Background: an optimization exercise with open tools, aiming at small area, a short achievable clock period and few clock cycles per item. Do not read the settings as production practice. Function was not checked in any run shown here: the RTL went through the layout flow alone. No activity file was given, so power comes from the tool's default toggle rates.

==> flow/design.v <==
`timescale 1ns/10ps
package sme_pkg;
    localparam int STR_LEN = 32;
    localparam int PTN_LEN = 8;
    typedef logic [7:0] char_t;
    localparam char_t CHR_START = 8'h5E;    
    localparam char_t CHR_END   = 8'h24;    
    localparam char_t CHR_ANY   = 8'h2E;    
    localparam char_t CHR_SPACE = 8'h20;
    typedef logic [5:0] str_len_t;
    typedef logic [3:0] ptn_len_t;
    typedef logic [5:0] pos_t;
    typedef struct packed {
        char_t [STR_LEN-1:0] chars;
        str_len_t            len;
    } string_image_t;
    typedef struct packed {
        char_t [PTN_LEN-1:0] chars;
        ptn_len_t            len;
    } pattern_image_t;
    typedef struct packed {
        logic found;
        pos_t offset;
    } scan_result_t;
endpackage
`timescale 1ns/10ps
`timescale 1ns/10ps
`timescale 1ns/10ps
`timescale 1ns/10ps
`timescale 1ns/10ps
`timescale 1ns/10ps
module sme_top (
    input  logic           clk,
    input  logic           rst_n,
    input  sme_pkg::char_t chardata,
    input  logic           isstring,
    input  logic           ispattern,
    output logic           out_valid,
    output logic           match,
    output logic [4:0]     match_index
);
    logic           ip_q, is_q, dot_q, car_q, dol_q;
    sme_pkg::char_t key_q;
    wire in_car = (chardata == sme_pkg::CHR_START);
    wire in_dol = (chardata == sme_pkg::CHR_END);
    always_ff @(posedge clk or negedge rst_n) begin
        if (!rst_n) begin
            ip_q <= 1'b0;
            is_q <= 1'b0;
        end else begin
            ip_q <= ispattern;
            is_q <= isstring;
        end
    end
    always_ff @(posedge clk) begin
        key_q <= (in_car | in_dol) ? sme_pkg::CHR_SPACE : chardata;
        dot_q <= (chardata == sme_pkg::CHR_ANY);
        car_q <= in_car;
        dol_q <= in_dol;
    end
    sme_pkg::char_t raw;
    assign raw = car_q ? sme_pkg::CHR_START : dol_q ? sme_pkg::CHR_END : key_q;
    logic           is_d;
    sme_pkg::char_t ring_q [0:31];
    logic [4:0]     f_q;           
    logic [4:0]     e_q;           
    logic           full_q;        
    always_ff @(posedge clk or negedge rst_n) begin
        if (!rst_n) is_d <= 1'b0;
        else        is_d <= is_q;
    end
    always_ff @(posedge clk) begin
        for (int i = 0; i < 31; i++) ring_q[i] <= ring_q[i+1];
        ring_q[31] <= is_q ? raw : ring_q[0];
        f_q    <= (is_q & ~is_d) ? 5'd31 : f_q - 5'd1;
        e_q    <= is_q ? 5'd0 : e_q - 5'd1;
        full_q <= is_q ? (is_d & (f_q == 5'd1)) : full_q;
    end
    logic [31:0] ge_f;          
    logic [31:0] valid;         
    logic [31:0] fc;            
    logic [31:0] ec;            
    always_comb begin
        logic wrap;
        wrap = (e_q <= f_q);
        for (int i = 0; i < 32; i++) begin
            ge_f[i]  = (5'(i) >= f_q);
            valid[i] = full_q | (wrap ? (ge_f[i] | (5'(i) < e_q))
                                      : (ge_f[i] & (5'(i) < e_q)));
        end
        for (int i = 0; i < 32; i++) begin
            fc[i] = ge_f[i] & ((i == 0) ? 1'b1 : ~ge_f[i-1]);
            ec[i] = ~valid[i] & valid[(i+31)%32];
        end
    end
    logic        ip_d;
    logic [31:0] m_q;
    logic        ms_q;          
    logic        me_q;          
    logic [4:0]  k_q;           
    wire first = ~ip_d;
    logic [31:0] m_next;
    logic        m_last;        
    always_comb begin
        m_last = 1'b0;
        for (int i = 0; i < 32; i++) begin
            logic ok, live;
            ok   = (valid[i] & (dot_q | (ring_q[i] == key_q))) | (ec[i] & dol_q);
            live = first | (fc[i] ? ms_q : m_q[(i+31)%32]);
            m_next[(i+31)%32] = live & ok;
            m_last = m_last | (m_q[(i+31)%32] & fc[i]);
        end
    end
    always_ff @(posedge clk or negedge rst_n) begin
        if (!rst_n) ip_d <= 1'b0;
        else        ip_d <= ip_q;
    end
    always_ff @(posedge clk) begin
        m_q  <= m_next;
        ms_q <= first & car_q;
        me_q <= full_q & dol_q & (first | m_last);
        k_q  <= first ? (5'd1 + {4'd0, car_q} - f_q) : k_q;
    end
    logic       found;
    logic [4:0] idx;
    always_comb begin
        logic [63:0] d;             
        logic [7:0]  any;
        logic [4:0]  gidx [0:7];
        d = {m_q, m_q & ge_f};
        for (int g = 0; g < 8; g++) begin
            logic [2:0] loc;
            logic [3:0] lo;
            logic [1:0] hi;
            loc = '0;
            any[g] = 1'b0;
            for (int b = 7; b >= 0; b--) begin
                if (d[8*g + b]) begin
                    loc    = 3'(b);
                    any[g] = 1'b1;
                end
            end
            lo = {1'b0, loc} + {1'b0, k_q[2:0]};
            hi = k_q[4:3] + 2'(g % 4) + {1'b0, lo[3]};
            gidx[g] = {hi, lo[2:0]};
        end
        found = ms_q | (|any) | me_q;
        if (ms_q)          idx = 5'd0;
        else if (|any) begin
            idx = '0;
            for (int g = 7; g >= 0; g--) if (any[g]) idx = gidx[g];
        end
        else               idx = f_q + k_q;
    end
    wire done = ip_d & ~ip_q;
    always_ff @(posedge clk or negedge rst_n) begin
        if (!rst_n) begin
            out_valid   <= 1'b0;
            match       <= 1'b0;
            match_index <= '0;
        end else begin
            out_valid   <= done;
            match       <= done & found;
            match_index <= (done & found) ? idx : 5'd0;
        end
    end
endmodule
==> flow/flow/run.sh <==
#!/bin/bash
# Standard layout with a tighter setup repair target and stronger port buffers.
set -uo pipefail
bash standard.sh SETUP_SLACK_MARGIN=5.6 \
    "BUFFER_PORTS_ARGS=-buffer_cell sky130_fd_sc_hd__buf_4" \
    finish > standard.log 2>&1
==> flow/standard.sh <==
#!/bin/bash
# synth_recipe.tcl (not shown) runs the flow's synth.tcl, then flattens the netlist and writes it again
# the make line also repeats each setting of config.mk as NAME=value (left out here)
make -C /OpenROAD-flow-scripts/flow DESIGN_CONFIG=/design/flow/config.mk WORK_HOME=/design/flow/orfs CLKGATE_MAP_FILE= SYNTH_SCRIPT=/design/flow/synth_recipe.tcl "${@:-finish}"
==> flow/config.mk <==
export PLATFORM = sky130hd
export DESIGN_NAME = sme_top
export DESIGN_NICKNAME = sme_top
export VERILOG_FILES = /design/flow/design.v
export SDC_FILE = /design/flow/constraint.sdc
export NUM_CORES = 4
export LEC_CHECK = 0
export CAP_MARGIN = 20
export CORE_MARGIN = 2
export CORE_UTILIZATION = 40
export CTS_BUF_LIST = sky130_fd_sc_hd__clkbuf_16
export CTS_CLUSTER_DIAMETER = 120
export CTS_CLUSTER_SIZE = 30
export SETUP_SLACK_MARGIN = 5
export SLEW_MARGIN = 20
==> flow/constraint.sdc <==
create_clock -name core_clock -period 8.0 [get_ports {clk}]
set_input_delay 1.6000 -clock core_clock [delete_from_list [all_inputs] [get_ports {clk}]]
set_output_delay 1.6000 -clock core_clock [all_outputs]
set_load 0.01 [all_outputs]
==> results of run 1 <==
-- final cells by class --
cell class,count,share of cell area [%]
clock buffers,15,2.16
clock inverters,3,0.224
inverters,31,0.779
multi-input cells,1063,48.7
flip-flops and latches,328,38.8
well taps,468,3.38
repair buffers,103,5.97
-- path summary, 6_finish.rpt --
kind | slack (ns) | from | cells after the start | to
hold / removal | 0.36 | ring_q[14][1]$_DFF_P_ | 0 | ring_q[13][1]$_DFF_P_
setup / recovery | 4.83 | f_q[1]$_SDFF_PP1_ | 15 | match_index[3]$_DFF_PN0_
hold reg to reg | 0.36 | ring_q[14][1]$_DFF_P_ | 0 | ring_q[13][1]$_DFF_P_
setup reg to reg | 4.83 | f_q[1]$_SDFF_PP1_ | 15 | match_index[3]$_DFF_PN0_
max in group asynchronous | 6.95 | rst_n | 1 | match_index[1]$_DFF_PN0_
min in group asynchronous | 0.91 | rst_n | 1 | out_valid$_DFF_PN0_
-- kinds of logic (layout without fill, tap and decap cells) --
kind of cell	Yosys count	after routing	synth area share [%]
buffers and inverters	125	152	3.35
and+or+nand+nor	407	407	13.5
xor gates and xnor gates	281	281	16.5
adders and majority gates	89	89	7.41
AOI/OAI and AO/OA	252	252	12.1
muxes	34	34	2.30
DFF	328	328	44.9
-- per-layer routing --
| layer | global-route usage [%] | wire [um] |
|---|---|---|
| met2 | 36.8 | 19900 |
| met4 | 6.04 | 1400 |
| met3 | 3.37 | 2800 |
| met5 | 0 | 0 |
| met1 | 30.6 | 19600 |
-- flip-flops by register name, indices dropped and copies added, names as in the netlist, 5 cells and up --
register and flops:
ring_q 256, m_q 32, key_q 8, e_q 5, f_q 5, k_q 5, match_index 5
-- synthesized netlist by cell type, drive strengths merged (3+ instances only) --
cell	n	area share [%]
buf	28	0.91
o21bai	7	0.35
nor3b	3	0.15
a211oi	40	2.1
edfxtp	6	1.2
a21o	20	1.0
nor2b	8	0.34
nand3	29	1.0
ha	49	4.1
a21oi	49	1.6
dfrtp	11	1.8
a22o	3	0.18
o21a	4	0.20
a31oi	6	0.25
and3	4	0.17
nor2	112	2.8
nand4	9	0.38
xnor2	29	1.7
nor3	33	1.1
and2	10	0.42
o21ai	32	1.1
o22ai	5	0.21
a32oi	4	0.24
dfxtp	311	42
nand2b	13	0.55
o2111ai	3	0.18
a21boi	7	0.35
clkbuf	66	1.7
or2	7	0.29
maj3	31	2.1
inv	30	0.76
o221ai	4	0.24
nand2	92	2.3
mux2i	32	2.2
or3	6	0.25
nor4	70	2.9
xor2	252	15
a221oi	33	1.9
a311oi	3	0.18
fa	9	1.2
a22oi	9	0.45
-- per-stage QoR --
step | cell area, um2 | std cells | total power (W) | hold slack [ns]
after floorplan | 15100 | 1516 | 0.00316 | 0.349
after global placement | 15500 | 1926 | 0.00359 | 0.353
after detailed placement | 15500 | 1926 | 0.00360 | 0.353
after CTS | 17200 | 2005 | 0.00485 | 0.362
after global routing | 17300 | 2011 | 0.00519 | 0.368
final | 17300 | 2011 | 0.00493 | 0.361
-- power by group through the flow --
stage / combinational [W] / clock (W) / sequential (W)
floorplan: 0.00119 / 0 / 0.00197
CTS: 0.00192 / 0.000886 / 0.00204
detailed placement: 0.00150 / 0 / 0.00210
finish: 0.00202 / 0.000865 / 0.00205
global placement: 0.00149 / 0 / 0.00210
global route: 0.00218 / 0.000948 / 0.00206
-- worst max-delay path, cell delays in order, from the launching register on --
cell       delay (ns)
dfxtp_4          0.43
inv_6            0.06
ha_4             0.19
buf_4            0.13
buf_4            0.13
nor4bb_2         0.26
a211o_1          0.18
nand2_1          0.10
a21oi_4          0.20
ha_1             0.26
a21o_1           0.18
a21o_1           0.17
ha_1             0.30
o2111ai_1        0.24
a211oi_2         0.05
a21o_1           0.17
-- timing repair --
item                       in CTS  in global routing
pin swaps                      54                 11
gates cloned                    5                  0
buffers inserted               56                  6
gates resized for setup       190                 35
hold endpoints to repair        0                  0
setup endpoints to repair      46                 46
==> results.toml, run 1 <==
[run_status]
status = "complete, no violations"

[critical_path]
cp-end-kind = "flop"
path_class = "flop to flop"
crit_arrival_ns = 3.58
crit_path_start_kind = "flop"
worst-path-max-fanout = 6
cp.required_ns = 8.40

[power_and_ir_drop]
p_sw_share_pct = 37.8
power.leakage_nw = 7.11
p_int_w = 0.00307
ir_worst_vdd_v = 0.000128
powerDensity_nw_per_um2 = 284
power.switching_w = 0.00186
pwr-share-seq_pct = 41.5
pwr-share-comb_pct = 40.9
pwr-share-clk_pct = 17.5

[cts]
cts_buffer_depth = 3
clk_latency_ns = 0.51
hold_buffers = 0
cts_root_buffer = "clkbuf_16"
cts_tree = "yes"
htreeDepth = 1
cts_buffers = 15
cts.clk_slew.worst_paths_ns = 0.11
clock-sinks = 328

[synth]
syn_area_per_cell_um2 = 9.82
syn_nets = 1586
synthFlopType = "dfxtp_1"
syn_area_um2 = 14900
synthDistinctLibCells = 75
synthCells = 1516
yosys_warnings = 3
async_reset_ff_share_pct = 3.35
synth-edff-count = 6
ys_seq_elements = 328
ys_seq_area_share_pct = 44.9

[layout]
drive_gt1_share_pct = 21.3
ff_latch_area_um2 = 6730
diodes = 0
multi_input_area_um2 = 8450
layout_commonest_cell = "dfxtp_1"
final_nets = 1612
mostFrequentLayoutCells = "286 x dfxtp_1, 251 x xor2_1, 85 x nand2_1"
syn_to_final_growth_pct = 16.5
finish.utilization_pct = 47.4
fillers = 3387

[route]
viasPerCell = 5.66
drc = 0
avgRoutedWirePerCell_um = 21.7
antenna_left = 0
wl_mm = 43.7
via_count = 11388
drt_iter0_drc = 779
dr.pass1.iters = 5

[timing]
setup_violations = 0
finalMaxSlewViolations = 0
period_needed_ns = 3.17
max_freq_mhz = 315
min_period_over_period_pct = 39.6
relSlewSlack_pct = 38.6
hold_violations = 0
rsz0062_at_grt = "yes"
tns_ns = 0
worstMarginPinSlew_ns = 0.921
finalClockSkew_ns = 0.0163
setup_ws_ns = 4.83

[global_routing]
grt_pass1_vias = 11395
overflow = 0
grt_max_degree = 39
grt_first_pass_wirelength_mm = 67.6
antenna_found_initial = 1
grt_usage_pct = 22.3

[placed_design]
dp_hpwl_mm = 30.0
port_buffers = 18
place_ws_ns = 4.16
place_congestion = 1.03

[flow_run]
drv_cap = 0

[floorplan]
rows = 70
dieArea_um2 = 38800
die_w_um = 197
fp.dieH_um = 197
pin_count = 19
start_util_pct = 40.7
core_region_area_um2 = 36600

[hold_path]
hold_class = "flop to flop"
==> run 2, diff against run 1 <==
--- a/flow/design.v
+++ b/flow/design.v
@@ -124,33 +124,18 @@
     logic       found;
     logic [4:0] idx;
     always_comb begin
-        logic [63:0] d;             
-        logic [7:0]  any;
-        logic [4:0]  gidx [0:7];
-        d = {m_q, m_q & ge_f};
-        for (int g = 0; g < 8; g++) begin
-            logic [2:0] loc;
-            logic [3:0] lo;
-            logic [1:0] hi;
-            loc = '0;
-            any[g] = 1'b0;
-            for (int b = 7; b >= 0; b--) begin
-                if (d[8*g + b]) begin
-                    loc    = 3'(b);
-                    any[g] = 1'b1;
-                end
-            end
-            lo = {1'b0, loc} + {1'b0, k_q[2:0]};
-            hi = k_q[4:3] + 2'(g % 4) + {1'b0, lo[3]};
-            gidx[g] = {hi, lo[2:0]};
-        end
-        found = ms_q | (|any) | me_q;
-        if (ms_q)          idx = 5'd0;
-        else if (|any) begin
-            idx = '0;
-            for (int g = 7; g >= 0; g--) if (any[g]) idx = gidx[g];
-        end
-        else               idx = f_q + k_q;
+        logic [31:0] hi;
+        logic [4:0]  e;
+        logic        any;
+        hi  = m_q & ge_f;
+        any = |m_q;
+        e   = '0;
+        for (int i = 31; i >= 0; i--) if (m_q[i]) e = 5'(i);
+        for (int i = 31; i >= 0; i--) if (hi[i])  e = 5'(i);
+        found = ms_q | any | me_q;
+        if (ms_q)     idx = 5'd0;
+        else if (any) idx = e + k_q;
+        else          idx = f_q + k_q;
     end
     wire done = ip_d & ~ip_q;
     always_ff @(posedge clk or negedge rst_n) begin
==> results.toml, run 2 <==
[run_status]
status = "complete, no violations"

[layout]
largestRegisters = "ring_q x256, m_q x32, key_q x8"
max_flop_register = "ring_q"
final_nets = 1503
design_area_um2 = 16900
layout_commonest_cell = "dfxtp_1"
largest_register_ffs = 256
diodes = 0
syn_to_final_growth_pct = 20.0
final_cells = 1930
drive_gt1_share_pct = 23.8
mostFrequentLayoutCells = "288 x dfxtp_1, 251 x xor2_1, 91 x buf_4"

[synth]
synthCells = 1430
synth_area_leaders = "dfxtp_1 44%, xor2_1 16%, nor4_1 3.3%"
synthDistinctLibCells = 83
synth_most_common_cell = "dfxtp_1"
syn_area_per_cell_um2 = 9.87
synth-edff-count = 6
ys_seq_area_share_pct = 47.3
ys_seq_elements = 328
syn_area_um2 = 14100
synth_common_cells = "311 x dfxtp_1, 251 x xor2_1, 102 x nor2_1"
synth.largest_area_cell = "dfxtp_1"
synthFlopType = "dfxtp_1"
syn_nets = 1460
async_reset_ff_share_pct = 3.35
netlist.area_leader.share_pct = 44.1
yosys_warnings = 2

[floorplan]
fp.dieH_um = 192
die_w_um = 192
start_util_pct = 40.8
dieArea_um2 = 36800
pin_count = 19
rows = 68
core_region_area_um2 = 34600

[cts]
cts.clk_slew.worst_paths_ns = 0.11
clk_latency_ns = 0.51
htreeDepth = 1
cts_buffers = 15
cts_root_buffer = "clkbuf_16"
cts_buffer_depth = 3
clock-sinks = 328
cts_tree = "yes"

[critical_path]
slowest_stage = "dfxtp_1"
crit_arrival_ns = 4.09
crit_path_cell_trace = "inv_1 -> a221oi_1 -> o21ai_1 -> o2111ai_1 -> a2111oi_1 -> or4_4 -> a41oi_4 -> ha_4 -> inv_2 -> fa_2 -> nor2b_2 -> o21ai_1 -> nand2b_1 -> xnor2_1 -> nand3_1 -> nor3b_2"
path_buf_inv = 2
crit_path_start_kind = "flop"
worst-path-max-fanout = 7
cp-end-kind = "flop"
cpPeakStageDelay_ns = 0.67
cpMostUsedCell = "o21ai_1"
path_class = "flop to flop"
cp.required_ns = 8.36
worst_path_dominant_cell_family = "compound AO/OA/AOI/OAI gates"

[timing]
relSlewSlack_pct = 27.7
period_needed_ns = 3.73
tns_ns = 0
setup_violations = 0
rsz0062_at_grt = "yes"
hold_violations = 0
worstMarginPinSlew_ns = 1.08
max_freq_mhz = 268
min_period_over_period_pct = 46.6
finalClockSkew_ns = 0.0252
finalMaxSlewViolations = 0

[hold_path]
hold_class = "flop to flop"

[global_routing]
grt_pass1_vias = 10788
antenna_found_initial = 0
grt_first_pass_wirelength_mm = 68.9
grt_usage_pct = 24.9
overflow = 0
grt_max_degree = 39

[power_and_ir_drop]
powerDensity_nw_per_um2 = 288
pwr-share-seq_pct = 42.2
pwr-share-clk_pct = 18.5
power.switching_w = 0.00183
pwr-share-comb_pct = 39.3
ir_worst_vdd_v = 0.000179
p_int_w = 0.00304
power.leakage_nw = 6.70
p_sw_share_pct = 37.5

[route]
antenna_left = 0
avgRoutedWirePerCell_um = 23.9
via_count = 10894
dr.pass1.iters = 5
viasPerCell = 5.64
drc = 0
wl_mm = 46.2
drt_iter0_drc = 653

[placed_design]
port_buffers = 18
place_congestion = 0.976
placed_cell_area_um2 = 14700
dp_hpwl_mm = 31.3
dp_cells = 1828

[flow_run]
drv_cap = 0
[run 2: cell types whose count changed in the layout (fill, tap and decap cells not counted), sizes merged, moves of 7 or more]
cell    delta
nor3      -13
fa         -8
xnor2     -14
a211oi     -9
o21ai      +7
ha        -32
nor2      -10
o211ai     +7
nand2     -10
buf       +23
a21o      -19
[run 2: cell type report]
class                           count  area, um2
Clock buffer                       15        375
Clock inverter                      4       62.6
Fill cell                        3199      17700
Inverter                           33        144
Multi-Input combinational cell    971       7820
Sequential cell                   328       6720
Tap cell                          455        569
Timing Repair Buffer              124       1240
[run 2: power by group through the flow]
stage | combinational [W] | sequential [W] | clock (W)
after floorplan | 0.00103 | 0.00195 | 0
after global placement | 0.00138 | 0.00209 | 0
after detailed placement | 0.00137 | 0.00209 | 0
after CTS | 0.00176 | 0.00204 | 0.000924
after global routing | 0.00203 | 0.00207 | 0.000983
final | 0.00191 | 0.00206 | 0.000903
[run 2: worst paths after layout]
path | startpoint | end | slack, ns | cells past startpoint
min in group asynchronous | rst_n | is_q$_DFF_PN0_ | 0.92 | 1
max in group asynchronous | rst_n | match$_DFF_PN0_ | 6.90 | 1
setup reg to reg | m_q[19]$_DFF_P_ | match_index[4]$_DFF_PN0_ | 4.27 | 16
setup / recovery | m_q[19]$_DFF_P_ | match_index[4]$_DFF_PN0_ | 4.27 | 16
hold reg to reg | ring_q[27][5]$_DFF_P_ | ring_q[26][5]$_DFF_P_ | 0.36 | 0
hold / removal | ring_q[27][5]$_DFF_P_ | ring_q[26][5]$_DFF_P_ | 0.36 | 0
[run 2: per-layer routing]
layer | up-vias | part of all wire [%] | track usage (%)
met5 | - | 0 | 0
met4 | 0 | 5.1 | 10.9
met3 | 144 | 5.4 | 2.83
met2 | 369 | 45 | 39.6
met1 | 5328 | 45 | 34.0
li1 | 5053 | - | -
[run 2: logic make-up after synthesis]
group | share of synthesized area, %
muxes | 2.50
and+or+nand+nor | 13.8
AOI/OAI and AO/OA | 12.0
DFF | 47.3
buffers and inverters | 4.03
xor gates and xnor gates | 16.5
adders and majority gates | 3.85
[run 2: repair_timing]
| item | CTS | global route |
|---|---|---|
| endpoints found under the setup margin | 45 | 45 |
| gates resized for setup | 186 | 69 |
| setup buffers | 55 | 22 |
| hold buffers | 0 | 0 |
| pin swaps | 38 | 60 |
| endpoints found under the hold margin | 0 | 0 |
| gates cloned | 6 | 0 |
[run 2: stage by stage]
step	setup slack (ns)	utilization [%]	hold WS [ns]	total power [W]
final	4.27	48.9	0.359	0.00487
after global routing	4.17	48.9	0.368	0.00509
after CTS	4.26	47.4	0.364	0.00473
after detailed placement	3.59	42.3	0.353	0.00346
after global placement	3.67	42.3	0.350	0.00347
after floorplan	4.45	-	0.346	0.00298

## re-timing with driven ports
The flow's constraints put no driver on any port. The routed layouts listed below were extracted and timed again, unchanged, in two steps.
Step 1, drivers: a clkbuf_16 drives clk and a buf_2 each remaining input, both assumed.
Step 2, shift: input delay + t, output delay - t, t = (earliest + latest rising clock arrival at the registers) / 2. This alone moves slack from input paths to output paths.
Three values: ideal ports, drivers, drivers and shift; two values: the first two.
run | t (ns) | setup WS [ns] | worst hold slack (ns) | worst setup path after step 2
run 1 | 0.554 | 4.828 / 4.828 / 4.828 | 0.361 / 0.361 / 0.361 | register to register
run 2 | 0.551 | 4.270 / 4.270 / 4.270 | 0.359 / 0.359 / 0.359 | register to register
After both steps setup and hold are still met in every run listed.
